Context: an optimization exercise on an open-source flow, tuned for small area and few clock cycles per item. The choices shown serve that exercise and are no tape-out recipe. Function was checked by simulation only, so behaviour that the tests miss may differ from the original.

## flow/design.v (module list and top-level ports; edited modules follow where they fit)
// module fast_point_distance_to_plane: 4260 lines
// module ransac_inlier_scorer: 93 lines
module ransac_inlier_scorer (
    input  logic         clock,
    input  logic         reset_n,
    input  logic         start_valid,
    output logic         start_ready,
    input  logic [127:0] plane,
    input  logic [31:0]  threshold,
    input  logic [31:0]  point_count,
    input  logic         point_valid,
    output logic         point_ready,
    input  logic [95:0]  point,
    output logic         done_valid,
    input  logic         done_ready,
    output logic [31:0]  inlier_count,
    output logic         busy
);
  // ...
==> flow/flow/run.sh <==
#!/bin/bash
set -o pipefail
export BUFFER_PORTS_ARGS="-buffer_cell sky130_fd_sc_hd__buf_1"
bash standard.sh 2>&1 | tee standard.log
==> flow/standard.sh <==
#!/bin/bash
# synth_recipe.tcl (not shown) runs the flow's synth.tcl, then flattens the netlist and writes it again
# the make line also repeats each setting of config.mk as NAME=value (left out here)
make -C /OpenROAD-flow-scripts/flow DESIGN_CONFIG=/design/flow/config.mk WORK_HOME=/design/flow/orfs CLKGATE_MAP_FILE= SYNTH_SCRIPT=/design/flow/synth_recipe.tcl "${@:-finish}"
==> flow/config.mk <==
export PLATFORM = sky130hd
export DESIGN_NAME = ransac_inlier_scorer
export DESIGN_NICKNAME = ransac_inlier_scorer
export VERILOG_FILES = /design/flow/design.v
export SDC_FILE = /design/flow/constraint.sdc
export NUM_CORES = 4
export LEC_CHECK = 0
export CAP_MARGIN = 20
export CORE_MARGIN = 2
export CORE_UTILIZATION = 55
export SLEW_MARGIN = 20
==> flow/constraint.sdc <==
create_clock -name core_clock -period 10.0 [get_ports {clock}]
set_input_delay 2.0000 -clock core_clock [delete_from_list [all_inputs] [get_ports {clock}]]
set_output_delay 2.0000 -clock core_clock [all_outputs]
set_load 0.01 [all_outputs]
==> metrics.log, run 1 <==
[metrics] outcome: timing/DRC/antenna clean
[metrics] register-to-register setup slack: 2.63 ns
[metrics] final sum of negative setup slack: 0 ns
[metrics] vias: roughly 56000
[metrics] routing layer with the top usage in global route: met2
[metrics] Cell Count Post-Placement: about 8000
[metrics] global-route met3 utilization: between 20% and 30%
[metrics] cell chosen for the clock root: sky130_fd_sc_hd__clkbuf_16
[metrics] capture instance of the worst register-to-register path: row1_r[16]$_DFF_P_
[metrics] Die ar.: ~130000 sq um
[metrics] IO Pins: ~330
[metrics] count of final hold-check violations: 0
[metrics] DPL Wire Length: between 200000 and 250000 um
[metrics] most common library cell in the layout ignoring fill and taps: sky130_fd_sc_hd__xor2_1
[metrics] GRT Util Overall: roughly half
[metrics] instance count along the most critical hold path: 0
[metrics] Worst Path Buf+Inv: 2
[metrics] most instantiated library cell after synthesis: sky130_fd_sc_hd__xor2_1
[metrics] commonest cells in the netlist: sky130_fd_sc_hd__xor2_1, sky130_fd_sc_hd__fa_1, sky130_fd_sc_hd__a22oi_1, sky130_fd_sc_hd__clkbuf_1, sky130_fd_sc_hd__inv_1
[metrics] Synthesis Warnings: 1
[metrics] count of input and output buffers: about 330
[metrics] ratio of cells with drive above 1 in the final layout: 7.69%
[metrics] first-pass detailed-route iteration total: 10
[metrics] post-synth design cell area: about 68000 sq um
[metrics] grt total ovfl: 0
Testbench counts, summed over its fixed seeds: cycles 24,725, points 24,517.
==> run 2, diff against run 1 <==
--- a/flow/config.mk
+++ b/flow/config.mk
@@ -5,6 +5,7 @@
 export SDC_FILE = /design/flow/constraint.sdc
 export NUM_CORES = 4
 export LEC_CHECK = 0
+export ABC_AREA = 1
 export CAP_MARGIN = 20
 export CORE_MARGIN = 2
 export CORE_UTILIZATION = 55
==> metrics.log, run 2 <==
[metrics] wire length of the first global-routing pass: 439000 um (was 430000 um)
[metrics] total number of H-tree levels: 2 (unchanged)
[metrics] post-synth top area cell: sky130_fd_sc_hd__fa_1 (unchanged)
[metrics] cells traversed along the worst timing path: buf_1, inv_1, buf_4, o22ai_1, xor2_1, fa_1, fa_1, fa_1, fa_1, fa_1, fa_1, fa_1, fa_1, inv_1, fa_1, fa_1 (was buf_1, xor2_1, a21oi_1, fa_1, fa_1, fa_1, fa_1, fa_1, fa_1, fa_1, fa_1, inv_1, ha_1)
[metrics] count of input and output buffers: 328 (unchanged)
[metrics] layout net count: 8572 (was 8240)
[metrics] Die Wd: 351 um (was 355 um)
[metrics] register-to-register setup slack: 1.89 ns (was 2.63 ns)
[metrics] TritonCTS clock tree: built (unchanged)
[metrics] buffer count from post-CTS setup fixing: 0 (unchanged)
[metrics] initial core utilization: 55.3% (was 55.4%)
[metrics] library cells used by synthesis: 56 (was 87)
[metrics] dominant synthesized flop cell: sky130_fd_sc_hd__edfxtp_1 (unchanged)
[metrics] hold-fix buffer count after cts: 0 (unchanged)
[metrics] outcome: timing/DRC/antenna clean (unchanged)
[metrics] top cell family by delay on the critical path: adder cells (unchanged)
[metrics] crit path setup slack, layout: 1.85 ns (was 2.22 ns)
[metrics] post-synth design cell area: 66300 sq um (was 67600 sq um)
[metrics] CP max-delay cell: sky130_fd_sc_hd__xor2_1 (was sky130_fd_sc_hd__a21oi_1)
[metrics] vias in the first global route: 56400 (was 55900)
[metrics] kind of start point of the critical path: primary input (unchanged)
[metrics] largest cells by area after synthesis: sky130_fd_sc_hd__fa_1, sky130_fd_sc_hd__xor2_1, sky130_fd_sc_hd__o22ai_1, sky130_fd_sc_hd__edfxtp_1, sky130_fd_sc_hd__ha_1 (was sky130_fd_sc_hd__fa_1, sky130_fd_sc_hd__xor2_1, sky130_fd_sc_hd__a22oi_1, sky130_fd_sc_hd__edfxtp_1, sky130_fd_sc_hd__ha_1)
[metrics] ratio of cells with drive above 1 in the final layout: 6.01% (was 7.69%)
[metrics] Slew headroom: 16.6% (was 15.3%)
[metrics] count of final hold-check violations: 0 (unchanged)
[metrics] Row Count: 127 (was 128)
[metrics] Simple-Gate Fraction of Synth Area: 4.58% (was 4.55%)
[metrics] critical setup path kind: primary input to flop (unchanged)
[metrics] area delta synth->final: 6.23% (was 6.60%)
[metrics] total count of max-transition violations in the final report: 0 (unchanged)
[metrics] DPL Wire Length: 252000 um (was 234000 um)
[metrics] adder and majority gate portion of the synthesized area: 42.3% (was 41.5%)
[metrics] sinks on the clock net: 296 (unchanged)
[metrics] type of element capturing the critical path: flop (unchanged)
[metrics] Period minus WS final: 8.15 ns (was 7.78 ns)
[metrics] Die ar.: 123000 sq um (was 126000 sq um)
[metrics] final sum of negative setup slack: 0 ns (unchanged)
[metrics] vias: 58500 (was 56300)
[metrics] required time reported for the critical path endpoint: 10.49 ns (was 10.56 ns)
[metrics] largest incremental delay on the critical path: 0.57 ns (was 1.04 ns)
[metrics] arrival time of data at the critical path endpoint: 8.64 ns (was 8.34 ns)
[metrics] post-synth top area share: 38.3% (was 37.6%)
[metrics] actual transition at the worst max-transition pin: 1.25 ns (was 1.27 ns)
[metrics] maximum buffer depth of the clock tree: 3 (unchanged)
[metrics] detail-routed via count per cell: 6.92 (about the same)
[metrics] max_cap viols: 0 (unchanged)
[metrics] CORE AREA: 120000 sq um (was 122000 sq um)
[metrics] antenna violations before repair: 16 (was 9)
[metrics] most used cell along the critical path: sky130_fd_sc_hd__fa_1 (unchanged)
[metrics] DIE HEIGHT: 351 um (was 355 um)
[metrics] main combinational cell family by area after synthesis: adder cells (unchanged)
[metrics] Achievable Freq: 0.123 GHz (was 0.129 GHz)
[metrics] worst skew pair latency: 0.64 ns (was 0.68 ns)
[metrics] maximum number of pins on one net before global-route repair: 92 (was 93)
[metrics] multiplexer share of the synthesized area: 0% (was 0.326%)
[metrics] IO Pins: 329 (unchanged)
[metrics] commonest cells in the netlist: sky130_fd_sc_hd__xor2_1, sky130_fd_sc_hd__o22ai_1, sky130_fd_sc_hd__fa_1, sky130_fd_sc_hd__inv_1, sky130_fd_sc_hd__clkbuf_1 (was sky130_fd_sc_hd__xor2_1, sky130_fd_sc_hd__fa_1, sky130_fd_sc_hd__a22oi_1, sky130_fd_sc_hd__clkbuf_1, sky130_fd_sc_hd__inv_1)
[metrics] ANT nets after route: 0 (unchanged)
[metrics] RSZ-0062 raised after global routing: no (unchanged)
[metrics] most instantiated library cell after synthesis: sky130_fd_sc_hd__xor2_1 (unchanged)
[metrics] final-report setup violation count: 0 (unchanged)
[metrics] Min-Delay Path Class: flop to flop (unchanged)
[metrics] synthesis-stage register bit count: 296 (unchanged)
[metrics] detailed-route DRC error count: 0 (unchanged)
[metrics] EDFF count, synth: 160 (unchanged)
[metrics] commonest non-fill, non-tap cells in the layout: sky130_fd_sc_hd__xor2_1, sky130_fd_sc_hd__o22ai_1, sky130_fd_sc_hd__fa_1, sky130_fd_sc_hd__inv_1, sky130_fd_sc_hd__buf_1 (was sky130_fd_sc_hd__xor2_1, sky130_fd_sc_hd__fa_1, sky130_fd_sc_hd__a22oi_1, sky130_fd_sc_hd__buf_1, sky130_fd_sc_hd__buf_4)
[metrics] Detailed Route WL: 320000 um (was 304000 um)
[metrics] GRT Util Overall: 51.4% (was 48.4%)
[metrics] Final period util: 81.5% (was 77.8%)
[metrics] number of instances resized during post-cts repair: 0 (unchanged)
[metrics] Worst Path Buf+Inv: 4 (was 2)
[metrics] sequential element share of the synthesized area: 11.4% (was 11.2%)
[metrics] drt first-iter violations: 10000 (was 9342)
[metrics] post-synthesis instance total: 6805 (was 6563)
[metrics] most common library cell in the layout ignoring fill and taps: sky130_fd_sc_hd__xor2_1 (unchanged)
[metrics] final weighted congestion in routability-driven placement: 1.14 (was 1.13)
[metrics] maximum fanout along the worst path: 12 (was 10)
[metrics] count of non-filler cells in the finished layout: 8447 (was 8136)
[metrics] clock transition time at the flip-flop clock pins of the worst setup and hold paths: 0.06 ns (about the same)
[metrics] first-pass detailed-route iteration total: 7 (was 10)
[metrics] grt total ovfl: 0 (unchanged)
[metrics] Compound-Gate Fraction of Synth Area: 14.6% (was 17.0%)
[metrics] Place WS: 1.41 ns (was 1.69 ns)
[metrics] number of buffers added by the clock tree synthesis step: 37 (was 41)
[metrics] Cell Count Post-Placement: 8371 (was 8047)
[metrics] Layout Skew: 0.0419 ns (was 0.0325 ns)
[metrics] xor-xnor portion of the synthesized cell area: 20.0% (was 19.6%)
[metrics] cell chosen for the clock root: sky130_fd_sc_hd__clkbuf_16 (unchanged)
[metrics] per-instance average area after synthesis: 9.75 sq um (was 10.3 sq um)
[metrics] share of async-settable or async-resettable flops after synthesis: 1.69% (unchanged)
[metrics] wire length per cell after detailed routing: 37.9 um (was 37.4 um)
[metrics] Synthesis Warnings: 1 (unchanged)
[run 2: logic make-up (layout without fill, tap and decap cells)]
| logic type | count (synthesis) | in the layout |
|---|---|---|
| AOI/OAI and AO/OA | 1573 | 1573 |
| xor gates and xnor gates | 1516 | 1516 |
| adders and majority gates | 1481 | 1481 |
| buffers and inverters | 1257 | 1278 |
| DFF | 296 | 296 |
| other | 1 | 10 |
| and+or+nand+nor | 681 | 681 |
[run 2: final timing paths]
check / startpoint / end / cells after the start
hold / removal: first_r$_DFF_P_ / s1_first_r$_DFF_P_ / 0
max in group asynchronous: reset_n / done_r$_DFFE_PN0P_ / 1
hold reg to reg: first_r$_DFF_P_ / s1_first_r$_DFF_P_ / 0
setup reg to reg: c_r[13]$_DFFE_PP_ / row1_r[16]$_DFF_P_ / 16
min in group asynchronous: reset_n / up_r$_DFF_PN0_ / 1
setup / recovery: point[25] / row1_r[16]$_DFF_P_ / 16
[run 2: worst reg2reg max path: cells and delay by family, from the launching register on]
| kind | cells | cell delay, ns |
|---|---|---|
| adder cells (fa/ha/maj) | 11 | 5.26 |
| buffers and inverters | 3 | 1.31 |
| XOR/XNOR | 1 | 0.28 |
| flip-flops | 1 | 0.44 |
| AND/OR/NAND/NOR | 1 | 0.69 |
[run 2: layout make-up]
cell class	count	area, sq um
diodes	9	22.5
clock buffers	49	1050
clock inverters	18	180
fillers	10500	49400
inverters	642	2420
multi-input cells	5252	54100
flip-flops and latches	296	7550
well taps	1612	2020
repair buffers	569	3050
[run 2: metal layers]
layer  share of wire, %  wire length [um]  track usage, %
met5               0.19               604           0.667
met4                 10             32600            39.5
met1                 35            111000            64.5
met3                 15             48700            20.9
met2                 40            127000            70.3
[run 2: per-stage QoR]
step / cell area (sq um) / utilization, % / hold WS, ns
finish: 70400 / 58.8 / 0.348
global route: 70400 / 58.8 / 0.357
CTS: 70400 / 58.8 / 0.348
detailed placement: 69200 / 57.7 / 0.339
global placement: 69200 / 57.7 / 0.337
floorplan: 66300 / - / 0.331
==> module ransac_inlier_scorer, before the edit <==
module ransac_inlier_scorer (
    input  logic         clock,
    input  logic         reset_n,
    input  logic         start_valid,
    output logic         start_ready,
    input  logic [127:0] plane,
    input  logic [31:0]  threshold,
    input  logic [31:0]  point_count,
    input  logic         point_valid,
    output logic         point_ready,
    input  logic [95:0]  point,
    output logic         done_valid,
    input  logic         done_ready,
    output logic [31:0]  inlier_count,
    output logic         busy
);
    logic [31:0] a_r, b_r, c_r, d_r, thr_r;
    logic [31:0] rem_r;         
    logic        first_r;       
    logic        up_r;          
    logic        active_r;      
    logic        zero_r;        
    logic        done_r;        
    logic        s1_valid_r;    
    logic [31:0] row0_r, row1_r;
    logic        s1_last_r, s1_first_r;
    logic [31:0] count_r;       
    logic        start_fire, point_fire, last_pt, zero_go, hit, inc, restart;
    logic [31:0] row0_s, row1_s, s;
    logic [32:0] t;
    assign start_ready = up_r & ~active_r & ~done_r & ~zero_r;
    assign point_ready = active_r & (~done_r | done_ready);
    assign done_valid  = done_r;
    assign inlier_count = count_r;
    assign busy        = ~start_ready | s1_valid_r;
    assign start_fire = start_valid & start_ready;
    assign point_fire = point_valid & point_ready;
    assign last_pt    = (rem_r == 32'd1);
    assign zero_go    = zero_r & ~done_r & ~s1_valid_r;
    fast_point_distance_to_plane u_distance (
        .a    (a_r),
        .b    (b_r),
        .c    (c_r),
        .d    (d_r),
        .x    (point[95:64]),
        .y    (point[63:32]),
        .z    (point[31:0]),
        .row0 (row0_s),
        .row1 (row1_s)
    );
    assign s   = row0_r + row1_r;
    assign t   = {thr_r[31], thr_r} + ({s[31], s} ^ {33{~s[31]}}) + {32'd0, ~s[31]};
    assign hit = ~t[32] | (s == 32'h8000_0000);
    assign inc = s1_valid_r & hit;
    assign restart = (s1_valid_r & s1_first_r) | zero_go;
    always_ff @(posedge clock) begin
        if (start_fire) begin
            a_r   <= plane[127:96];
            b_r   <= plane[95:64];
            c_r   <= plane[63:32];
            d_r   <= plane[31:0];
            thr_r <= threshold;
        end
        rem_r   <= start_fire ? point_count : rem_r - {31'd0, point_fire};
        first_r <= start_fire | (first_r & ~point_fire);
        row0_r     <= row0_s;
        row1_r     <= row1_s;
        s1_last_r  <= last_pt;
        s1_first_r <= first_r;
        count_r    <= (restart ? 32'd0 : count_r) + {31'd0, inc};
    end
    always_ff @(posedge clock or negedge reset_n) begin
        if (!reset_n) begin
            up_r       <= 1'b0;
            active_r   <= 1'b0;
            zero_r     <= 1'b0;
            done_r     <= 1'b0;
            s1_valid_r <= 1'b0;
        end else begin
            up_r       <= 1'b1;
            s1_valid_r <= point_fire;
            if (start_fire) begin
                active_r <= (point_count != 32'd0);
                zero_r   <= (point_count == 32'd0);
            end else begin
                if (point_fire && last_pt) active_r <= 1'b0;
                if (zero_go) zero_r <= 1'b0;
            end
            if ((s1_valid_r && s1_last_r) || zero_go) done_r <= 1'b1;
            else if (done_ready) done_r <= 1'b0;
        end
    end
endmodule
==> run 3, diff against run 2 <==
--- a/flow/design.v
+++ b/flow/design.v
@@ -4316,7 +4316,8 @@
     logic        zero_r;        
     logic        done_r;        
     logic        s1_valid_r;    
-    logic [31:0] row0_r, row1_r;
+    logic [16:0] lo_r;          
+    logic [15:0] hi0_r, hi1_r;  
     logic        s1_last_r, s1_first_r;
     logic [31:0] count_r;       
     logic        start_fire, point_fire, last_pt, zero_go, hit, inc, restart;
@@ -4342,7 +4343,7 @@
         .row0 (row0_s),
         .row1 (row1_s)
     );
-    assign s   = row0_r + row1_r;
+    assign s   = {hi0_r + hi1_r + {15'd0, lo_r[16]}, lo_r[15:0]};
     assign t   = {thr_r[31], thr_r} + ({s[31], s} ^ {33{~s[31]}}) + {32'd0, ~s[31]};
     assign hit = ~t[32] | (s == 32'h8000_0000);
     assign inc = s1_valid_r & hit;
@@ -4357,8 +4358,9 @@
         end
         rem_r   <= start_fire ? point_count : rem_r - {31'd0, point_fire};
         first_r <= start_fire | (first_r & ~point_fire);
-        row0_r     <= row0_s;
-        row1_r     <= row1_s;
+        lo_r       <= {1'b0, row0_s[15:0]} + {1'b0, row1_s[15:0]};
+        hi0_r      <= row0_s[31:16];
+        hi1_r      <= row1_s[31:16];
         s1_last_r  <= last_pt;
         s1_first_r <= first_r;
         count_r    <= (restart ? 32'd0 : count_r) + {31'd0, inc};
==> metrics.log, run 3 <==
[metrics] clock transition time at the flip-flop clock pins of the worst setup and hold paths: 0.06 ns (about the same)
[metrics] maximum fanout along the worst path: 15 (was 12)
[metrics] type of element capturing the critical path: flop (unchanged)
[metrics] ratio of cells with drive above 1 in the final layout: 7.07% (was 6.01%)
[metrics] most used cell along the critical path: sky130_fd_sc_hd__fa_1 (unchanged)
[metrics] Die ar.: 123000 sq um (about the same)
[metrics] hold-fix buffer count after cts: 0 (unchanged)
[metrics] vias in the first global route: 57300 (was 56400)
[metrics] worst reg-to-reg path cell count: 33 (was 16)
[metrics] critical setup path kind: primary input to flop (unchanged)
[metrics] max_cap viols: 0 (unchanged)
[metrics] dominant synthesized flop cell: sky130_fd_sc_hd__edfxtp_1 (unchanged)
[metrics] EDFF count, synth: 160 (unchanged)
[metrics] count of final hold-check violations: 0 (unchanged)
[metrics] post-synthesis instance total: 6776 (was 6805)
[metrics] TritonCTS clock tree: built (unchanged)
[metrics] Slew headroom: 12.7% (was 16.6%)
[metrics] Row Count: 126 (was 127)
[metrics] global-route met3 utilization: 22.9% (was 20.9%)
[metrics] drt first-iter violations: 9454 (was 10000)
[metrics] RSZ-0062 raised after global routing: no (unchanged)
[metrics] IO Pins: 329 (unchanged)
[metrics] maximum buffer depth of the clock tree: 3 (unchanged)
[metrics] buffer count from post-CTS setup fixing: 0 (unchanged)
[metrics] wire length per cell after detailed routing: 36.6 um (was 37.9 um)
[metrics] DIE HEIGHT: 350 um (was 351 um)
[metrics] Synthesis Warnings: 1 (unchanged)
[metrics] antenna violations before repair: 12 (was 16)
[metrics] post-synth design cell area: 65900 sq um (was 66300 sq um)
[metrics] synthesis-stage register bit count: 281 (was 296)
[metrics] total count of max-transition violations in the final report: 0 (unchanged)
[metrics] total number of H-tree levels: 2 (unchanged)
[metrics] most common library cell in the layout ignoring fill and taps: sky130_fd_sc_hd__xor2_1 (unchanged)
[metrics] Period minus WS final: 8.75 ns (was 8.15 ns)
[metrics] met2 routing resource usage after global routing: 69.1% (was 70.3%)
[metrics] first-pass detailed-route iteration total: 9 (was 7)
[metrics] wire length of the first global-routing pass: 434000 um (was 439000 um)
[metrics] vias: 57900 (was 58500)
[metrics] worst hold slack: 0.361 ns (was 0.348 ns)
[metrics] sequential element share of the synthesized area: 11.0% (was 11.4%)
[metrics] number of instances resized during post-cts repair: 0 (unchanged)
[metrics] final-report setup violation count: 0 (unchanged)
[metrics] outcome: timing/DRC/antenna clean (unchanged)
[metrics] post-route cell area: 70700 sq um (was 70400 sq um)
[metrics] layout net count: 8638 (was 8572)
[metrics] Layout Skew: 0.0188 ns (was 0.0419 ns)
[metrics] sinks on the clock net: 281 (was 296)
[metrics] GRT Util Overall: 50.6% (was 51.4%)
[metrics] kind of start point of the critical path: primary input (unchanged)
[metrics] filler cell count: 10400 (was 10500)
[metrics] initial core utilization: 55.7% (was 55.3%)
[metrics] count of input and output buffers: 328 (unchanged)
[metrics] detailed-route DRC error count: 0 (unchanged)
[metrics] Final period util: 87.5% (was 81.5%)
[metrics] instance count along the most critical hold path: 0 (unchanged)
[metrics] library cells used by synthesis: 65 (was 56)
[metrics] Achievable Freq: 0.114 GHz (was 0.123 GHz)
[metrics] final sum of negative setup slack: 0 ns (unchanged)
[metrics] ANT nets after route: 0 (unchanged)
[metrics] routing layer with the top usage in global route: met2 (unchanged)
[metrics] maximum number of pins on one net before global-route repair: 116 (was 92)
[metrics] post-synth top area cell: sky130_fd_sc_hd__fa_1 (unchanged)
[metrics] DPL Wire Length: 248000 um (was 252000 um)
[metrics] Die Wd: 350 um (was 351 um)
[metrics] CP max-delay cell: sky130_fd_sc_hd__fa_1 (was sky130_fd_sc_hd__xor2_1)
[metrics] Detailed Route WL: 311000 um (was 320000 um)
[metrics] actual transition at the worst max-transition pin: 1.31 ns (was 1.25 ns)
[metrics] area delta synth->final: 7.35% (was 6.23%)
[metrics] commonest cells in the netlist: sky130_fd_sc_hd__xor2_1, sky130_fd_sc_hd__o22ai_1, sky130_fd_sc_hd__fa_1, sky130_fd_sc_hd__inv_1, sky130_fd_sc_hd__clkbuf_1 (unchanged)
[metrics] post-synth top area share: 38.6% (was 38.3%)
[metrics] share of async-settable or async-resettable flops after synthesis: 1.78% (was 1.69%)
[metrics] Min-Delay Path Class: flop to flop (unchanged)
[metrics] placed instance area: 69400 sq um (was 69200 sq um)
[metrics] largest incremental delay on the critical path: 0.54 ns (was 0.57 ns)
[metrics] most instantiated library cell after synthesis: sky130_fd_sc_hd__xor2_1 (unchanged)
[metrics] arrival time of data at the critical path endpoint: 9.28 ns (was 8.64 ns)
[metrics] per-instance average area after synthesis: 9.72 sq um (was 9.75 sq um)
[metrics] final design utilization: 59.7% (was 58.8%)
[metrics] required time reported for the critical path endpoint: 10.53 ns (was 10.49 ns)
[metrics] cell chosen for the clock root: sky130_fd_sc_hd__clkbuf_16 (unchanged)
[metrics] grt total ovfl: 0 (unchanged)
[metrics] detail-routed via count per cell: 6.81 (was 6.92)
[metrics] number of buffers added by the clock tree synthesis step: 36 (was 37)
[metrics] largest cells by area after synthesis: sky130_fd_sc_hd__fa_1, sky130_fd_sc_hd__xor2_1, sky130_fd_sc_hd__o22ai_1, sky130_fd_sc_hd__edfxtp_1, sky130_fd_sc_hd__ha_1 (unchanged)
[metrics] global-route track usage on met1: 62.4% (was 64.5%)
[metrics] CORE AREA: 118000 sq um (was 120000 sq um)
[metrics] final weighted congestion in routability-driven placement: 1.14 (about the same)
[metrics] worst skew pair latency: 0.62 ns (was 0.64 ns)
[metrics] commonest non-fill, non-tap cells in the layout: sky130_fd_sc_hd__xor2_1, sky130_fd_sc_hd__o22ai_1, sky130_fd_sc_hd__fa_1, sky130_fd_sc_hd__inv_1, sky130_fd_sc_hd__nand2_1 (was sky130_fd_sc_hd__xor2_1, sky130_fd_sc_hd__o22ai_1, sky130_fd_sc_hd__fa_1, sky130_fd_sc_hd__inv_1, sky130_fd_sc_hd__buf_1)
==> run 3: cell types whose count changed after synthesis, moves of 14 or more <==
cell and delta:
sky130_fd_sc_hd__nand2_1 +41, sky130_fd_sc_hd__nor2_1 -27, sky130_fd_sc_hd__clkbuf_1 -22, sky130_fd_sc_hd__buf_1 +19, sky130_fd_sc_hd__dfxtp_1 -15, sky130_fd_sc_hd__xor2_1 +15
sky130_fd_sc_hd__xnor2_1 -14
==> run 3: final cells by class <==
class	instances	area, sq um	area share [%]
multi-input combinational	5232	54000	76.3
sequential	281	7250	10.3
timing repair buffer	663	3770	5.33
inverter	649	2450	3.46
tap	1600	2000	2.83
clock buffer	51	1060	1.50
clock inverter	14	194	0.274
antenna	9	22.5	0.0318
==> run 3: kinds of logic (layout without fill, tap and decap cells) <==
logic type / Yosys count / in the layout / share of synthesized area (%)
AO/OA/AOI/OAI: 1554 / 1554 / 14.5
XOR/XNOR: 1518 / 1518 / 20.2
adder cells (fa/ha/maj): 1482 / 1482 / 42.6
buffers and inverters: 1263 / 1377 / 7.23
AND/OR/NAND/NOR: 676 / 676 / 4.46
flip-flops: 281 / 281 / 11.0
other: 1 / 10 / 0.00569
multiplexers: 1 / 1 / 0.0171
==> run 3: critical path: cells and delay by family <==
family / cells / cell delay, ns
fa+ha+maj: 10 / 4.48
simple gates: 5 / 0.35
xor+xnor: 1 / 0.21
compound gates: 7 / 1.13
buf+inv: 7 / 1.09
==> run 3: routing by layer <==
| metal | part of all wire, % | vias up |
|---|---|---|
| met1 | 34 | 28500 |
| met5 | 0.085 | - |
| li1 | - | 22900 |
| met2 | 39 | 5206 |
| met3 | 16 | 1299 |
| met4 | 10 | 16 |
==> run 3: path summary, 6_finish.rpt <==
path / start / slack [ns] / end
worst max-delay path: point[72] / 1.25 / lo_r[16]$_DFF_P_
worst min-delay path: first_r$_DFF_P_ / 0.36 / s1_first_r$_DFF_P_
worst max register to register: a_r[0]$_DFFE_PP_ / 1.43 / lo_r[16]$_DFF_P_
worst min register to register: first_r$_DFF_P_ / 0.36 / s1_first_r$_DFF_P_
max in group asynchronous: reset_n / 8.54 / done_r$_DFFE_PN0P_
min in group asynchronous: reset_n / 1.23 / up_r$_DFF_PN0_
==> run 3: through the flow <==
stage	std cells	worst slack (ns)
after CTS	8490	1.39
after global placement	8425	0.711
after global routing	8494	0.886
final	8499	1.25
after detailed placement	8425	0.732
after floorplan	6776	1.59
Testbench counts of run 3, summed over its fixed seeds: cycles 24,725, points 24,517.
==> run 4, diff against run 3 <==
==> flow/flow/run.sh (replaced) <==
#!/bin/bash
set -o pipefail
export BUFFER_PORTS_ARGS="-buffer_cell sky130_fd_sc_hd__buf_1"
export REMOVE_ABC_BUFFERS=1
bash standard.sh 2>&1 | tee standard.log
--- a/flow/config.mk
+++ b/flow/config.mk
@@ -9,4 +9,5 @@
 export CAP_MARGIN = 20
 export CORE_MARGIN = 2
 export CORE_UTILIZATION = 55
+export GPL_TIMING_DRIVEN = 0
 export SLEW_MARGIN = 20
==> metrics.log, run 4 <==
[metrics] filler cell count: 10300 (was 10400)
[metrics] drt first-iter violations: 8358 (was 9454)
[metrics] max_cap viols: 0 (unchanged)
[metrics] antenna violations before repair: 4 (was 12)
[metrics] final weighted congestion in routability-driven placement: 1.02 (was 1.14)
[metrics] IO Pins: 329 (unchanged)
[metrics] instance count along the most critical hold path: 0 (unchanged)
[metrics] initial core utilization: 55.7% (unchanged)
[metrics] required time reported for the critical path endpoint: 10.55 ns (was 10.53 ns)
[metrics] arrival time of data at the critical path endpoint: 9.76 ns (was 9.28 ns)
[metrics] count of final hold-check violations: 0 (unchanged)
[metrics] DPL Wire Length: 208000 um (was 248000 um)
[metrics] worst skew pair latency: 0.64 ns (was 0.62 ns)
[metrics] critical setup path kind: primary input to flop (unchanged)
[metrics] post-synth top area cell: sky130_fd_sc_hd__fa_1 (unchanged)
[metrics] maximum buffer depth of the clock tree: 3 (unchanged)
[metrics] Synthesis Warnings: 1 (unchanged)
[metrics] hold-fix buffer count after cts: 0 (unchanged)
[metrics] actual transition at the worst max-transition pin: 1.31 ns (about the same)
[metrics] commonest non-fill, non-tap cells in the layout: sky130_fd_sc_hd__xor2_1, sky130_fd_sc_hd__o22ai_1, sky130_fd_sc_hd__fa_1, sky130_fd_sc_hd__inv_1, sky130_fd_sc_hd__nand2_1 (unchanged)
[metrics] library cells used by synthesis: 65 (unchanged)
[metrics] detailed-route DRC error count: 0 (unchanged)
[metrics] ratio of cells with drive above 1 in the final layout: 5.84% (was 7.07%)
[metrics] worst reg-to-reg path cell count: 32 (was 33)
[metrics] final sum of negative setup slack: 0 ns (unchanged)
[metrics] cell chosen for the clock root: sky130_fd_sc_hd__clkbuf_16 (unchanged)
[metrics] EDFF count, synth: 160 (unchanged)
[metrics] final-report setup violation count: 0 (unchanged)
[metrics] total number of H-tree levels: 2 (unchanged)
[metrics] synthesis-stage register bit count: 281 (unchanged)
[metrics] most common library cell in the layout ignoring fill and taps: sky130_fd_sc_hd__xor2_1 (unchanged)
[metrics] Min-Delay Path Class: flop to flop (unchanged)
[metrics] vias in the first global route: 56900 (was 57300)
[metrics] Row Count: 126 (unchanged)
[metrics] vias: 56800 (was 57900)
[metrics] ANT nets after route: 0 (unchanged)
[metrics] sinks on the clock net: 281 (unchanged)
[metrics] worst hold slack: 0.355 ns (was 0.361 ns)
[metrics] Final period util: 92.1% (was 87.5%)
[metrics] outcome: timing/DRC/antenna clean (unchanged)
[metrics] sequential element share of the synthesized area: 11.0% (unchanged)
[metrics] Layout Skew: 0.0494 ns (was 0.0188 ns)
[metrics] wire length per cell after detailed routing: 34.0 um (was 36.6 um)
[metrics] layout net count: 8385 (was 8638)
[metrics] detail-routed via count per cell: 6.89 (was 6.81)
[metrics] Slew headroom: 11.2% (was 12.7%)
[metrics] post-synth top area share: 38.6% (unchanged)
[metrics] count of input and output buffers: 328 (unchanged)
[metrics] first-pass detailed-route iteration total: 14 (was 9)
[metrics] dominant synthesized flop cell: sky130_fd_sc_hd__edfxtp_1 (unchanged)
[metrics] per-instance average area after synthesis: 9.72 sq um (unchanged)
[metrics] Place WS: 0.268 ns (was 0.732 ns)
[metrics] grt total ovfl: 0 (unchanged)
[metrics] Die Wd: 350 um (unchanged)
[metrics] total count of max-transition violations in the final report: 0 (unchanged)
[metrics] CORE AREA: 118000 sq um (unchanged)
[metrics] Period minus WS final: 9.21 ns (was 8.75 ns)
[metrics] maximum number of pins on one net before global-route repair: 72 (was 116)
[metrics] number of instances resized during post-cts repair: 0 (unchanged)
[metrics] Achievable Freq: 0.109 GHz (was 0.114 GHz)
[metrics] kind of start point of the critical path: primary input (unchanged)
[metrics] wire length of the first global-routing pass: 404000 um (was 434000 um)
[metrics] GRT Util Overall: 45.9% (was 50.6%)
[metrics] clock transition time at the flip-flop clock pins of the worst setup and hold paths: 0.06 ns (about the same)
[metrics] area delta synth->final: 6.56% (was 7.35%)
[metrics] share of async-settable or async-resettable flops after synthesis: 1.78% (unchanged)
[metrics] most instantiated library cell after synthesis: sky130_fd_sc_hd__xor2_1 (unchanged)
[metrics] commonest cells in the netlist: sky130_fd_sc_hd__xor2_1, sky130_fd_sc_hd__o22ai_1, sky130_fd_sc_hd__fa_1, sky130_fd_sc_hd__inv_1, sky130_fd_sc_hd__clkbuf_1 (unchanged)
[metrics] TritonCTS clock tree: built (unchanged)
[metrics] post-synth design cell area: 65900 sq um (unchanged)
[metrics] post-synthesis instance total: 6776 (unchanged)
[metrics] buffer count from post-CTS setup fixing: 0 (unchanged)
[metrics] largest cells by area after synthesis: sky130_fd_sc_hd__fa_1, sky130_fd_sc_hd__xor2_1, sky130_fd_sc_hd__o22ai_1, sky130_fd_sc_hd__edfxtp_1, sky130_fd_sc_hd__ha_1 (unchanged)
[metrics] crit path setup slack, layout: 0.787 ns (was 1.25 ns)
[metrics] maximum fanout along the worst path: 19 (was 15)
[metrics] RSZ-0062 raised after global routing: no (unchanged)
[metrics] DIE HEIGHT: 350 um (unchanged)
[metrics] Die ar.: 123000 sq um (unchanged)
[metrics] number of buffers added by the clock tree synthesis step: 37 (was 36)
[metrics] final design utilization: 59.3% (was 59.7%)
[metrics] type of element capturing the critical path: flop (unchanged)
[metrics] Detailed Route WL: 281000 um (was 311000 um)
==> run 4: cell counts after synthesis <==
Identical to the previous run, type by type.
==> run 4: cells by family (layout without fill, tap and decap cells) <==
| kind of cell | count (synthesis) | count (layout) | share of synthesized area [%] |
|---|---|---|---|
| compound gates | 1554 | 1554 | 14.5 |
| xor+xnor | 1518 | 1518 | 20.2 |
| fa+ha+maj | 1482 | 1482 | 42.6 |
| buf+inv | 1263 | 1126 | 7.23 |
| flops | 281 | 281 | 11.0 |
| mux | 1 | 1 | 0.0171 |
| other cells | 1 | 5 | 0.00569 |
| simple gates | 676 | 676 | 4.46 |
==> run 4: worst max-delay path: stages <==
cell and delay (ns):
sky130_fd_sc_hd__buf_1 0.10, sky130_fd_sc_hd__clkinv_1 0.72, sky130_fd_sc_hd__o22ai_1 0.48, sky130_fd_sc_hd__xor2_1 0.21
sky130_fd_sc_hd__fa_1 0.45, sky130_fd_sc_hd__inv_1 0.45, sky130_fd_sc_hd__fa_1 0.53, sky130_fd_sc_hd__fa_1 0.62
sky130_fd_sc_hd__fa_1 0.48, sky130_fd_sc_hd__fa_1 0.52, sky130_fd_sc_hd__fa_1 0.47, sky130_fd_sc_hd__fa_1 0.51
sky130_fd_sc_hd__inv_1 0.05, sky130_fd_sc_hd__fa_1 0.74, sky130_fd_sc_hd__ha_1 0.31, sky130_fd_sc_hd__ha_1 0.38
sky130_fd_sc_hd__nand2_1 0.09, sky130_fd_sc_hd__nor2_1 0.13, sky130_fd_sc_hd__nand2_1 0.06, sky130_fd_sc_hd__o21ai_0 0.23
sky130_fd_sc_hd__xor2_1 0.20
==> run 4: path summary, 6_finish.rpt <==
path	slack (ns)	from	endpoint
max	0.79	point[93]	lo_r[15]$_DFF_P_
max in group asynchronous	8.61	reset_n	zero_r$_DFFE_PN0P_
max reg2reg	0.99	b_r[1]$_DFFE_PP_	lo_r[14]$_DFF_P_
min	0.35	first_r$_DFF_P_	s1_first_r$_DFF_P_
min in group asynchronous	1.19	reset_n	active_r$_DFFE_PN0P_
min reg2reg	0.35	first_r$_DFF_P_	s1_first_r$_DFF_P_
==> run 4: metal layers <==
layer,wire [um],global-route usage (%),share of wire [%],up-vias
met5,13,0.157,0.0046,-
met4,31200,38.9,11,2
met3,37700,14.4,13,1286
met2,118000,66.0,42,4890
met1,93900,56.1,33,28200
li1,-,-,-,22400
==> run 4: final cells by class <==
class                   count  area [sq um]  area share [%]
multi-input cells        5232         54200            77.2
flip-flops and latches    281          7250            10.3
repair buffers            409          3010            4.29
well taps                1600          2000            2.85
inverters                 649          2460            3.50
clock buffers              44          1030            1.46
diodes                      4          10.0          0.0143
clock inverters            24           235           0.335
==> run 4: through the flow <==
stage               std cells  area (sq um)
CTS                      8234         70000
finish                   8243         70200
global placement         8090         66800
global route             8239         70200
detailed placement       8166         68800
floorplan                6162         63600
==> run 5, diff against run 4 <==
--- a/flow/design.v
+++ b/flow/design.v
@@ -4316,22 +4316,22 @@
     logic        zero_r;        
     logic        done_r;        
     logic        s1_valid_r;    
-    logic [16:0] lo_r;          
-    logic [15:0] hi0_r, hi1_r;  
+    logic [31:0] row0_r, row1_r;
     logic        s1_last_r, s1_first_r;
     logic [31:0] count_r;       
-    logic        start_fire, point_fire, last_pt, zero_go, hit, inc, restart;
-    logic [31:0] row0_s, row1_s, s;
+    logic        start_fire, point_fire, last_pt, zero_go, hit, inc, restart, fin;
+    logic [31:0] row0_s, row1_s, s, count_s;
     logic [32:0] t;
-    assign start_ready = up_r & ~active_r & ~done_r & ~zero_r;
-    assign point_ready = active_r & (~done_r | done_ready);
-    assign done_valid  = done_r;
-    assign inlier_count = count_r;
-    assign busy        = ~start_ready | s1_valid_r;
+    assign fin          = s1_valid_r & s1_last_r;
+    assign done_valid   = done_r | fin;
+    assign inlier_count = done_r ? count_r : count_s;
+    assign start_ready  = up_r & ~active_r & ~zero_r & (~done_valid | done_ready);
+    assign point_ready  = active_r;
+    assign busy         = ~up_r | active_r | zero_r | s1_valid_r | done_r;
     assign start_fire = start_valid & start_ready;
     assign point_fire = point_valid & point_ready;
     assign last_pt    = (rem_r == 32'd1);
-    assign zero_go    = zero_r & ~done_r & ~s1_valid_r;
+    assign zero_go    = zero_r & ~done_r;
     fast_point_distance_to_plane u_distance (
         .a    (a_r),
         .b    (b_r),
@@ -4343,11 +4343,12 @@
         .row0 (row0_s),
         .row1 (row1_s)
     );
-    assign s   = {hi0_r + hi1_r + {15'd0, lo_r[16]}, lo_r[15:0]};
+    assign s   = row0_r + row1_r;
     assign t   = {thr_r[31], thr_r} + ({s[31], s} ^ {33{~s[31]}}) + {32'd0, ~s[31]};
     assign hit = ~t[32] | (s == 32'h8000_0000);
     assign inc = s1_valid_r & hit;
     assign restart = (s1_valid_r & s1_first_r) | zero_go;
+    assign count_s = (restart ? 32'd0 : count_r) + {31'd0, inc};
     always_ff @(posedge clock) begin
         if (start_fire) begin
             a_r   <= plane[127:96];
@@ -4358,12 +4359,11 @@
         end
         rem_r   <= start_fire ? point_count : rem_r - {31'd0, point_fire};
         first_r <= start_fire | (first_r & ~point_fire);
-        lo_r       <= {1'b0, row0_s[15:0]} + {1'b0, row1_s[15:0]};
-        hi0_r      <= row0_s[31:16];
-        hi1_r      <= row1_s[31:16];
+        row0_r     <= row0_s;
+        row1_r     <= row1_s;
         s1_last_r  <= last_pt;
         s1_first_r <= first_r;
-        count_r    <= (restart ? 32'd0 : count_r) + {31'd0, inc};
+        count_r    <= count_s;
     end
     always_ff @(posedge clock or negedge reset_n) begin
         if (!reset_n) begin
@@ -4382,8 +4382,8 @@
                 if (point_fire && last_pt) active_r <= 1'b0;
                 if (zero_go) zero_r <= 1'b0;
             end
-            if ((s1_valid_r && s1_last_r) || zero_go) done_r <= 1'b1;
-            else if (done_ready) done_r <= 1'b0;
+            if (zero_go) done_r <= 1'b1;
+            else         done_r <= (done_r | fin) & ~done_ready;
         end
     end
 endmodule
==> flow/flow/run.sh (replaced) <==
#!/bin/bash
set -o pipefail
export BUFFER_PORTS_ARGS="-buffer_cell sky130_fd_sc_hd__buf_1"
bash standard.sh 2>&1 | tee standard.log
--- a/flow/config.mk
+++ b/flow/config.mk
@@ -9,5 +9,4 @@
 export CAP_MARGIN = 20
 export CORE_MARGIN = 2
 export CORE_UTILIZATION = 55
-export GPL_TIMING_DRIVEN = 0
 export SLEW_MARGIN = 20
==> metrics.log, run 5 <==
[metrics] layout net count: 8700 (was 8385)
[metrics] Achievable Freq: 0.114 GHz (was 0.109 GHz)
[metrics] RSZ-0062 raised after global routing: no (unchanged)
[metrics] Row Count: 127 (was 126)
[metrics] global-route track usage on met1: 59.9% (was 56.1%)
[metrics] total count of max-transition violations in the final report: 0 (unchanged)
[metrics] CORE AREA: 120000 sq um (was 118000 sq um)
[metrics] area delta synth->final: 6.42% (was 6.56%)
[metrics] detail-routed via count per cell: 6.87 (was 6.89)
[metrics] per-instance average area after synthesis: 9.66 sq um (was 9.72 sq um)
[metrics] DPL Wire Length: 244000 um (was 208000 um)
[metrics] Synthesis Warnings: 1 (unchanged)
[metrics] maximum fanout along the worst path: 4 (was 19)
[metrics] synthesis-stage register bit count: 296 (was 281)
[metrics] worst skew pair latency: 0.64 ns (about the same)
[metrics] number of buffers added by the clock tree synthesis step: 38 (was 37)
[metrics] arrival time of data at the critical path endpoint: 6.78 ns (was 9.76 ns)
[metrics] met2 routing resource usage after global routing: 69.6% (was 66.0%)
[metrics] vias in the first global route: 57800 (was 56900)
[metrics] count of input and output buffers: 328 (unchanged)
[metrics] number of instances resized during post-cts repair: 0 (unchanged)
[metrics] drt first-iter violations: 9750 (was 8358)
[metrics] largest incremental delay on the critical path: 0.47 ns (was 0.74 ns)
[metrics] post-synthesis instance total: 6919 (was 6776)
[metrics] IO Pins: 329 (unchanged)
[metrics] detailed-route DRC error count: 0 (unchanged)
[metrics] global-route met3 utilization: 23.1% (was 14.4%)
[metrics] EDFF count, synth: 160 (unchanged)
[metrics] wire length per cell after detailed routing: 36.8 um (was 34.0 um)
[metrics] count of non-filler cells in the finished layout: 8573 (was 8243)
[metrics] total number of H-tree levels: 2 (unchanged)
[metrics] cell chosen for the clock root: sky130_fd_sc_hd__clkbuf_16 (unchanged)
[metrics] post-synth top area share: 38.0% (was 38.6%)
[metrics] Period minus WS final: 8.78 ns (was 9.21 ns)
[metrics] most common library cell in the layout ignoring fill and taps: sky130_fd_sc_hd__xor2_1 (unchanged)
[metrics] CP max-delay cell: sky130_fd_sc_hd__fa_1 (unchanged)
[metrics] count of final hold-check violations: 0 (unchanged)
[metrics] worst reg-to-reg path cell count: 15 (was 32)
[metrics] Layout Skew: 0.0274 ns (was 0.0494 ns)
[metrics] hold-fix buffer count after cts: 0 (unchanged)
[metrics] Detailed Route WL: 315000 um (was 281000 um)
[metrics] outcome: timing/DRC/antenna clean (unchanged)
[metrics] sequential element share of the synthesized area: 11.3% (was 11.0%)
[metrics] sinks on the clock net: 296 (was 281)
[metrics] final design utilization: 59.1% (was 59.3%)
[metrics] instance count along the most critical hold path: 0 (unchanged)
[metrics] Final period util: 87.8% (was 92.1%)
[metrics] first-pass detailed-route iteration total: 13 (was 14)
[metrics] final-report setup violation count: 0 (unchanged)
[metrics] required time reported for the critical path endpoint: 8.00 ns (was 10.55 ns)
[metrics] Die ar.: 124000 sq um (was 123000 sq um)
[metrics] GRT Util Overall: 50.3% (was 45.9%)
[metrics] max_cap viols: 0 (unchanged)
[metrics] vias: 58900 (was 56800)
[metrics] DIE HEIGHT: 353 um (was 350 um)
[metrics] maximum number of pins on one net before global-route repair: 74 (was 72)
[metrics] clock transition time at the flip-flop clock pins of the worst setup and hold paths: 0.06 ns (about the same)
[metrics] Cell Count Post-Placement: 8497 (was 8166)
[metrics] most instantiated library cell after synthesis: sky130_fd_sc_hd__xor2_1 (unchanged)
[metrics] final weighted congestion in routability-driven placement: 1.15 (was 1.02)
[metrics] type of element capturing the critical path: output port (was flop)
[metrics] actual transition at the worst max-transition pin: 1.31 ns (about the same)
[metrics] Min-Delay Path Class: flop to flop (unchanged)
[metrics] kind of start point of the critical path: flop (was primary input)
[metrics] TritonCTS clock tree: built (unchanged)
[metrics] antenna violations before repair: 9 (was 4)
[metrics] dominant synthesized flop cell: sky130_fd_sc_hd__edfxtp_1 (unchanged)
[metrics] ratio of cells with drive above 1 in the final layout: 6.56% (was 5.84%)
[metrics] buffer count from post-CTS setup fixing: 0 (unchanged)
[metrics] routing layer with the top usage in global route: met2 (unchanged)
[metrics] library cells used by synthesis: 62 (was 65)
[metrics] ANT nets after route: 0 (unchanged)
[metrics] Slew headroom: 12.2% (was 11.2%)
[metrics] post-synth top area cell: sky130_fd_sc_hd__fa_1 (unchanged)
[metrics] post-synth design cell area: 66800 sq um (was 65900 sq um)
[metrics] maximum buffer depth of the clock tree: 3 (unchanged)
[metrics] filler cell count: 10700 (was 10300)
[metrics] critical setup path kind: flop to output port (was primary input to flop)
[metrics] wire length of the first global-routing pass: 441000 um (was 404000 um)
[metrics] initial core utilization: 55.5% (was 55.7%)
[metrics] worst hold slack: 0.351 ns (was 0.355 ns)
[metrics] final sum of negative setup slack: 0 ns (unchanged)
[metrics] Die Wd: 353 um (was 350 um)
[metrics] grt total ovfl: 0 (unchanged)
[metrics] commonest cells in the netlist: sky130_fd_sc_hd__xor2_1, sky130_fd_sc_hd__o22ai_1, sky130_fd_sc_hd__fa_1, sky130_fd_sc_hd__inv_1, sky130_fd_sc_hd__clkbuf_1 (unchanged)
[metrics] share of async-settable or async-resettable flops after synthesis: 1.69% (was 1.78%)
[metrics] commonest non-fill, non-tap cells in the layout: sky130_fd_sc_hd__xor2_1, sky130_fd_sc_hd__o22ai_1, sky130_fd_sc_hd__fa_1, sky130_fd_sc_hd__inv_1, sky130_fd_sc_hd__nand2_1 (unchanged)
[metrics] largest cells by area after synthesis: sky130_fd_sc_hd__fa_1, sky130_fd_sc_hd__xor2_1, sky130_fd_sc_hd__o22ai_1, sky130_fd_sc_hd__edfxtp_1, sky130_fd_sc_hd__ha_1 (unchanged)
==> run 5: cell types whose count changed in the layout (fill, tap and decap cells not counted), moves of 31 or more <==
cell,previous run,this run
sky130_fd_sc_hd__nand2_1,333,375
sky130_fd_sc_hd__inv_1,478,598
sky130_fd_sc_hd__buf_12,36,0
sky130_fd_sc_hd__inv_2,130,29
sky130_fd_sc_hd__buf_4,1,263
sky130_fd_sc_hd__nor2_1,158,189
==> run 5: logic make-up after synthesis <==
family	Yosys count	share of synthesized area (%)
adder cells (fa/ha/maj)	1481	42.0
buffers and inverters	1289	7.30
AO/OA/AOI/OAI	1586	14.6
other	1	0.00561
XOR/XNOR	1510	19.8
flip-flops	296	11.3
AND/OR/NAND/NOR	756	5.02
==> run 5: critical path, delay by kind of cell (launching register included) <==
family | cells | cell delay (ns)
adder cells (fa/ha/maj) | 5 | 1.26
AND/OR/NAND/NOR | 20 | 2.94
flip-flops | 1 | 0.30
XOR/XNOR | 2 | 0.43
AO/OA/AOI/OAI | 4 | 0.85
buffers and inverters | 3 | 0.35
==> run 5: area by class of cell <==
type	count	area (sq um)	share of cell area, %
clock inverters	19	164	0.231
inverters	664	2500	3.52
diodes	6	15.0	0.0211
repair buffers	592	3220	4.52
multi-input cells	5334	54500	76.7
clock buffers	50	1110	1.56
flip-flops and latches	296	7550	10.6
well taps	1612	2020	2.84
==> run 5: stage by stage <==
step | worst slack, ns | area (sq um)
after floorplan | 2.26 | 66800
after detailed placement | 1.54 | 69700
after global routing | 0.509 | 71100
final | 1.22 | 71100
after global placement | 1.46 | 69700
after CTS | 1.05 | 71000
==> run 5: metal layers <==
metal | vias up | wire length (um) | share of wire (%)
met1 | 29000 | 106000 | 34
li1 | 23200 | - | -
met2 | 5249 | 126000 | 40
met5 | - | 193 | 0.061
met4 | 12 | 34800 | 11
met3 | 1418 | 48900 | 16
==> run 5: final timing paths <==
kind | slack (ns) | start | end
worst max register to register | 1.99 | a_r[23]$_DFFE_PP_ | row1_r[16]$_DFF_P_
worst max-delay path | 1.22 | row0_r[0]$_DFF_P_ | inlier_count[20]
worst min register to register | 0.35 | first_r$_DFF_P_ | s1_first_r$_DFF_P_
min in group asynchronous | 1.23 | reset_n | zero_r$_DFFE_PN0P_
worst min-delay path | 0.35 | first_r$_DFF_P_ | s1_first_r$_DFF_P_
max in group asynchronous | 8.54 | reset_n | up_r$_DFF_PN0_
Testbench counts of run 5, summed over its fixed seeds: cycles 24,717, points 24,517.
==> run 6, diff against run 5 <==
==> flow/flow/run.sh (replaced) <==
#!/bin/bash
set -o pipefail
export BUFFER_PORTS_ARGS="-buffer_cell sky130_fd_sc_hd__buf_1"
export REMOVE_ABC_BUFFERS=1
bash standard.sh 2>&1 | tee standard.log
--- a/flow/config.mk
+++ b/flow/config.mk
@@ -9,4 +9,5 @@
 export CAP_MARGIN = 20
 export CORE_MARGIN = 2
 export CORE_UTILIZATION = 55
+export GPL_TIMING_DRIVEN = 0
 export SLEW_MARGIN = 20
==> metrics.log, run 6 <==
[metrics] outcome: timing/DRC/antenna clean (unchanged)
[metrics] Achievable Freq: 0.107 GHz (was 0.114 GHz)
[metrics] maximum fanout along the worst path: 4 (unchanged)
[metrics] per-instance average area after synthesis: 9.66 sq um (unchanged)
[metrics] ratio of cells with drive above 1 in the final layout: 6.51% (was 6.56%)
[metrics] worst skew pair latency: 0.63 ns (was 0.64 ns)
[metrics] total number of H-tree levels: 2 (unchanged)
[metrics] maximum number of pins on one net before global-route repair: 101 (was 74)
[metrics] top cell family by delay on the critical path: simple AND/OR/NAND/NOR gates (unchanged)
[metrics] first-pass detailed-route iteration total: 9 (was 13)
[metrics] arrival time of data at the critical path endpoint: 7.38 ns (was 6.78 ns)
[metrics] Synthesis Warnings: 1 (unchanged)
[metrics] kind of start point of the critical path: flop (unchanged)
[metrics] post-synth design cell area: 66800 sq um (unchanged)
[metrics] wire length per cell after detailed routing: 35.1 um (was 36.8 um)
[metrics] sequential element share of the synthesized area: 11.3% (unchanged)
[metrics] Detailed Route WL: 296000 um (was 315000 um)
[metrics] DIE HEIGHT: 353 um (unchanged)
[metrics] number of buffers added by the clock tree synthesis step: 38 (unchanged)
[metrics] wire length of the first global-routing pass: 424000 um (was 441000 um)
[metrics] CP max-delay cell: sky130_fd_sc_hd__fa_1 (unchanged)
[metrics] largest cells by area after synthesis: sky130_fd_sc_hd__fa_1, sky130_fd_sc_hd__xor2_1, sky130_fd_sc_hd__o22ai_1, sky130_fd_sc_hd__edfxtp_1, sky130_fd_sc_hd__ha_1 (unchanged)
[metrics] dominant synthesized flop cell: sky130_fd_sc_hd__edfxtp_1 (unchanged)
[metrics] commonest non-fill, non-tap cells in the layout: sky130_fd_sc_hd__xor2_1, sky130_fd_sc_hd__o22ai_1, sky130_fd_sc_hd__fa_1, sky130_fd_sc_hd__inv_1, sky130_fd_sc_hd__nand2_1 (unchanged)
[metrics] count of input and output buffers: 328 (unchanged)
[metrics] critical setup path kind: flop to output port (unchanged)
[metrics] IO Pins: 329 (unchanged)
[metrics] largest incremental delay on the critical path: 0.47 ns (about the same)
[metrics] drt first-iter violations: 9931 (was 9750)
[metrics] library cells used by synthesis: 62 (unchanged)
[metrics] Worst Path Buf+Inv: 3 (unchanged)
[metrics] post-synth top area cell: sky130_fd_sc_hd__fa_1 (unchanged)
[metrics] vias in the first global route: 59800 (was 57800)
[metrics] placed instance area: 70200 sq um (was 69700 sq um)
[metrics] DPL Wire Length: 217000 um (was 244000 um)
[metrics] most instantiated library cell after synthesis: sky130_fd_sc_hd__xor2_1 (unchanged)
[metrics] EDFF count, synth: 160 (unchanged)
[metrics] ANT nets after route: 0 (unchanged)
[metrics] GRT Util Overall: 47.2% (was 50.3%)
[metrics] RSZ-0062 raised after global routing: no (unchanged)
[metrics] Min-Delay Path Class: flop to flop (unchanged)
[metrics] share of async-settable or async-resettable flops after synthesis: 1.69% (unchanged)
[metrics] antenna violations before repair: 7 (was 9)
[metrics] Final period util: 93.8% (was 87.8%)
[metrics] clock transition time at the flip-flop clock pins of the worst setup and hold paths: 0.06 ns (about the same)
[metrics] maximum buffer depth of the clock tree: 3 (unchanged)
[metrics] vias: 59300 (was 58900)
[metrics] cell chosen for the clock root: sky130_fd_sc_hd__clkbuf_16 (unchanged)
[metrics] required time reported for the critical path endpoint: 8.00 ns (about the same)
[metrics] post-synthesis instance total: 6919 (unchanged)
[metrics] layout net count: 8538 (was 8700)
[metrics] total count of max-transition violations in the final report: 0 (unchanged)
[metrics] post-synth top area share: 38.0% (unchanged)
[metrics] Row Count: 127 (unchanged)
[metrics] final-report setup violation count: 0 (unchanged)
[metrics] count of final hold-check violations: 0 (unchanged)
[metrics] commonest cells in the netlist: sky130_fd_sc_hd__xor2_1, sky130_fd_sc_hd__o22ai_1, sky130_fd_sc_hd__fa_1, sky130_fd_sc_hd__inv_1, sky130_fd_sc_hd__clkbuf_1 (unchanged)
[metrics] final weighted congestion in routability-driven placement: 1.02 (was 1.15)
[metrics] TritonCTS clock tree: built (unchanged)
[metrics] grt total ovfl: 0 (unchanged)
[metrics] Die Wd: 353 um (unchanged)
[metrics] final design utilization: 59.5% (was 59.1%)
[metrics] CORE AREA: 120000 sq um (unchanged)
[metrics] detailed-route DRC error count: 0 (unchanged)
[metrics] max_cap viols: 0 (unchanged)
[metrics] post-route cell area: 71500 sq um (was 71100 sq um)
[metrics] most common library cell in the layout ignoring fill and taps: sky130_fd_sc_hd__xor2_1 (unchanged)
[metrics] Layout Skew: 0.0418 ns (was 0.0274 ns)
[metrics] initial core utilization: 55.5% (unchanged)
[metrics] buffer count from post-CTS setup fixing: 0 (unchanged)
[metrics] sinks on the clock net: 296 (unchanged)
[metrics] actual transition at the worst max-transition pin: 1.29 ns (was 1.31 ns)
[metrics] Slew headroom: 13.9% (was 12.2%)
[metrics] hold-fix buffer count after cts: 0 (unchanged)
[metrics] detail-routed via count per cell: 7.05 (was 6.87)
[metrics] synthesis-stage register bit count: 296 (unchanged)
[metrics] type of element capturing the critical path: output port (unchanged)
[metrics] area delta synth->final: 7.07% (was 6.42%)
[metrics] Period minus WS final: 9.38 ns (was 8.78 ns)
[metrics] Die ar.: 124000 sq um (unchanged)
## run 6: metal layers
layer  GRT usage (%)  wire length [um]  vias up
li1                -                 -    22900
met1            56.1             97300    29100
met2            66.4            120000     5756
met3            20.3             45500     1572
met4            38.3             33100       12
met5           0.615               130        -
## run 6: path summary, 6_finish.rpt
kind | startpoint | endpoint | slack, ns | depth (start not counted)
max | row1_r[0]$_DFF_P_ | inlier_count[28] | 0.62 | 34
min | first_r$_DFF_P_ | s1_first_r$_DFF_P_ | 0.36 | 0
max reg2reg | b_r[27]$_DFFE_PP_ | row1_r[31]$_DFF_P_ | 1.36 | 24
min reg2reg | first_r$_DFF_P_ | s1_first_r$_DFF_P_ | 0.36 | 0
max in group asynchronous | reset_n | done_r$_DFF_PN0_ | 8.53 | 1
min in group asynchronous | reset_n | active_r$_DFFE_PN0P_ | 1.24 | 1
## run 6: logic make-up (layout without fill, tap and decap cells)
logic type / Yosys count / in the layout / synth area share [%]
AO/OA/AOI/OAI: 1586 / 1586 / 14.6
XOR/XNOR: 1510 / 1510 / 19.8
adder cells (fa/ha/maj): 1481 / 1481 / 42.0
buffers and inverters: 1289 / 1163 / 7.30
AND/OR/NAND/NOR: 756 / 756 / 5.02
flip-flops: 296 / 296 / 11.3
other: 1 / 5 / 0.00561
## run 6: area by class of cell
| type | instances | area [sq um] |
|---|---|---|
| antenna | 4 | 10.0 |
| clock inverter | 21 | 164 |
| inverter | 664 | 2520 |
| clock buffer | 48 | 1030 |
| tap | 1612 | 2020 |
| timing repair buffer | 430 | 3490 |
| sequential | 296 | 7550 |
| multi-input combinational | 5334 | 54800 |
| fill | 10400 | 48800 |
## run 6: repair_timing
item	in CTS	in global routing
endpoints found under the setup margin	0	1
resized for setup	0	1
hold endpoints to repair	0	0
## run 6: per-stage QoR
step / hold slack, ns / std cells / setup TNS, ns / worst slack (ns)
2_1_floorplan: 0.331 / 6294 / 0 / 2.21
3_3_place_gp: 0.341 / 8234 / -1.65 / -0.686
3_5_place_dp: 0.344 / 8333 / 0 / 0.914
4_1_cts: 0.357 / 8402 / 0 / 0.628
5_1_grt: 0.366 / 8405 / 0 / 0.0674
6_report: 0.355 / 8409 / 0 / 0.617
==> run 7, diff against run 6 <==
--- a/flow/config.mk
+++ b/flow/config.mk
@@ -9,5 +9,6 @@
 export CAP_MARGIN = 20
 export CORE_MARGIN = 2
 export CORE_UTILIZATION = 55
+export CTS_BUF_LIST = sky130_fd_sc_hd__clkbuf_8
 export GPL_TIMING_DRIVEN = 0
 export SLEW_MARGIN = 20
==> metrics.log, run 7 <==
[metrics] maximum fanout along the worst path: 4 (unchanged)
[metrics] Min-Delay Path Class: flop to flop (unchanged)
[metrics] antenna violations before repair: 5 (was 7)
[metrics] outcome: timing/DRC/antenna clean (unchanged)
[metrics] worst skew pair latency: 0.79 ns (was 0.63 ns)
[metrics] sequential element share of the synthesized area: 11.3% (unchanged)
[metrics] hold path endpoint: s1_first_r$_DFF_P_ (unchanged)
[metrics] buffer count from post-CTS setup fixing: 0 (unchanged)
[metrics] most common library cell in the layout ignoring fill and taps: sky130_fd_sc_hd__xor2_1 (unchanged)
[metrics] count of input and output buffers: 328 (unchanged)
[metrics] instance count along the most critical hold path: 0 (unchanged)
[metrics] Achievable Freq: 0.105 GHz (was 0.107 GHz)
[metrics] ratio of cells with drive above 1 in the final layout: 6.91% (was 6.51%)
[metrics] dominant synthesized flop cell: sky130_fd_sc_hd__edfxtp_1 (unchanged)
[metrics] Die Wd: 353 um (unchanged)
[metrics] commonest non-fill, non-tap cells in the layout: sky130_fd_sc_hd__xor2_1, sky130_fd_sc_hd__o22ai_1, sky130_fd_sc_hd__fa_1, sky130_fd_sc_hd__inv_1, sky130_fd_sc_hd__nand2_1 (unchanged)
[metrics] total count of max-transition violations in the final report: 0 (unchanged)
[metrics] area delta synth->final: 7.16% (was 7.07%)
[metrics] grt total ovfl: 0 (unchanged)
[metrics] Layout Skew: 0.0649 ns (was 0.0418 ns)
[metrics] most instantiated library cell after synthesis: sky130_fd_sc_hd__xor2_1 (unchanged)
[metrics] filler cell count: 10400 (about the same)
[metrics] cell chosen for the clock root: sky130_fd_sc_hd__clkbuf_8 (was sky130_fd_sc_hd__clkbuf_16)
[metrics] largest cells by area after synthesis: sky130_fd_sc_hd__fa_1, sky130_fd_sc_hd__xor2_1, sky130_fd_sc_hd__o22ai_1, sky130_fd_sc_hd__edfxtp_1, sky130_fd_sc_hd__ha_1 (unchanged)
[metrics] max_cap viols: 0 (unchanged)
[metrics] final-report setup violation count: 0 (unchanged)
[metrics] critical setup path kind: flop to output port (unchanged)
[metrics] CP Launch Point: row0_r[14]$_DFF_P_ (was row1_r[0]$_DFF_P_)
[metrics] type of element capturing the critical path: output port (unchanged)
[metrics] sinks on the clock net: 296 (unchanged)
[metrics] final sum of negative setup slack: 0 ns (unchanged)
[metrics] ANT nets after route: 0 (unchanged)
[metrics] post-synth top area share: 38.0% (unchanged)
[metrics] capture instance of the worst register-to-register path: row1_r[31]$_DFF_P_ (unchanged)
[metrics] commonest cells in the netlist: sky130_fd_sc_hd__xor2_1, sky130_fd_sc_hd__o22ai_1, sky130_fd_sc_hd__fa_1, sky130_fd_sc_hd__inv_1, sky130_fd_sc_hd__clkbuf_1 (unchanged)
[metrics] total number of H-tree levels: 2 (unchanged)
[metrics] placed instance area: 70200 sq um (unchanged)
[metrics] largest incremental delay on the critical path: 0.62 ns (was 0.47 ns)
[metrics] first-pass detailed-route iteration total: 10 (was 9)
[metrics] wire length per cell after detailed routing: 35.2 um (was 35.1 um)
[metrics] maximum buffer depth of the clock tree: 3 (unchanged)
[metrics] kind of start point of the critical path: flop (unchanged)
[metrics] CP max-delay cell: sky130_fd_sc_hd__nor4_1 (was sky130_fd_sc_hd__fa_1)
[metrics] Slew headroom: 13.9% (about the same)
[metrics] drt first-iter violations: 9680 (was 9931)
[metrics] arrival time of data at the critical path endpoint: 7.52 ns (was 7.38 ns)
[metrics] EDFF count, synth: 160 (unchanged)
[metrics] GRT Util Overall: 47.4% (was 47.2%)
[metrics] Final period util: 95.2% (was 93.8%)
[metrics] IO Pins: 329 (unchanged)
[metrics] layout net count: 8559 (was 8538)
[metrics] DIE HEIGHT: 353 um (unchanged)
[metrics] Die ar.: 124000 sq um (unchanged)
[metrics] vias in the first global route: 59900 (was 59800)
[metrics] most used cell along the critical path: sky130_fd_sc_hd__nand3_1
[metrics] count of final hold-check violations: 0 (unchanged)
[metrics] vias: 59100 (was 59300)
[metrics] Row Count: 127 (unchanged)
[metrics] post-synth top area cell: sky130_fd_sc_hd__fa_1 (unchanged)
[metrics] launch instance of the worst register-to-register path: b_r[29]$_DFFE_PP_ (was b_r[27]$_DFFE_PP_)
[metrics] Period minus WS final: 9.52 ns (was 9.38 ns)
[metrics] Cell Count Post-Placement: 8333 (unchanged)
[metrics] count of non-filler cells in the finished layout: 8447 (was 8409)
[metrics] actual transition at the worst max-transition pin: 1.29 ns (about the same)
[metrics] Place WS: 0.914 ns (unchanged)
[metrics] detailed-route DRC error count: 0 (unchanged)
[metrics] area occupied by registers: 7550 sq um (unchanged)
[metrics] share of async-settable or async-resettable flops after synthesis: 1.69% (unchanged)
[metrics] library cells used by synthesis: 62 (unchanged)
==> run 7: cell counts after synthesis <==
Identical to the previous run, type by type.
==> run 7: worst max-delay path: cells and delay by family (launching register included) <==
kind	cells	cell delay, ns
and+or+nand+nor	20	3.67
adders and majority gates	4	1.14
AOI/OAI and AO/OA	4	0.65
xor gates and xnor gates	2	0.65
buffers and inverters	3	0.30
DFF	1	0.30
==> run 7: cell families after synthesis <==
| family | synth area share (%) |
|---|---|
| other | 0.00561 |
| AO/OA/AOI/OAI | 14.6 |
| XOR/XNOR | 19.8 |
| flip-flops | 11.3 |
| AND/OR/NAND/NOR | 5.02 |
| adder cells (fa/ha/maj) | 42.0 |
| buffers and inverters | 7.30 |
==> run 7: how the worst max path moves through the flow <==
stage,slack (ns),to
after global placement,-0.69,row1_r[31]$_DFF_P_
after floorplan,2.21,row1_r[16]$_DFF_P_
final,0.48,inlier_count[28]
after CTS,0.44,inlier_count[28]
after global routing,-0.04,inlier_count[28]
after detailed placement,0.91,row1_r[16]$_DFF_P_
==> run 7: metrics by stage <==
step | hold slack [ns] | utilization [%]
CTS | 0.357 | 59.4
detailed placement | 0.344 | 58.4
global route | 0.367 | 59.5
floorplan | 0.331 | -
finish | 0.361 | 59.5
global placement | 0.341 | 56.3
==> run 7: cell type report <==
cell class,instances,share of cell area [%]
inverter,664,3.53
antenna,2,0.00699
clock inverter,44,0.463
clock buffer,63,1.21
tap,1612,2.82
timing repair buffer,432,4.93
multi-input combinational,5334,76.5
sequential,296,10.5
==> run 7: metal layers <==
metal  part of all wire (%)  up-vias  track usage [%]  wire, um
li1                       -    22900                -         -
met1                     33    29100             56.3     97900
met2                     40     5540             66.5    120000
met3                     16     1603             20.6     46200
met4                     11       12             38.2     32800
met5                   0.12        -            0.500       345

what the ideal ports hide:
How much do the figures lean on ideal ports? The routed layouts below were timed once more, with nothing changed but the port constraints. Step 1: set_driving_cell puts a clkbuf_16 on clock and a buf_2 on each other input, an assumption about the parent block. Step 2, shift: input delay + t, output delay - t, t = (earliest + latest rising clock arrival at the registers) / 2. This alone moves slack from input paths to output paths. Three values: ideal, step 1, step 2; two values: the first two.
| run | t (ns) | setup WS [ns] | clock arrival spread, ns | worst register clock-pin slew, ns |
|---|---|---|---|---|
| run 1 | 0.755 | 2.222 / 2.280 / 1.525 | 0.036 / 0.036 | 0.07 / 0.07 |
| run 2 | 0.702 | 1.850 / 1.890 / 1.211 | 0.043 / 0.042 | 0.06 / 0.06 |
| run 3 | 0.691 | 1.248 / 1.305 / 0.615 | 0.019 / 0.019 | 0.06 / 0.06 |
| run 4 | 0.704 | 0.787 / 0.853 / 0.149 | 0.055 / 0.055 | 0.06 / 0.06 |
| run 5 | 0.712 | 1.216 / 1.131 / 1.264 | 0.030 / 0.031 | 0.08 / 0.08 |
| run 6 | 0.686 | 0.617 / 0.540 / 0.742 | 0.041 / 0.042 | 0.07 / 0.07 |
| run 7 | 0.827 | 0.480 / 0.410 / 0.725 | 0.065 / 0.065 | 0.07 / 0.07 |
After both steps setup and hold are still met in every run listed. For run 1, which loses most, drivers alone change the setup slack by +0.058 ns; drivers and shift together by -0.697 ns.
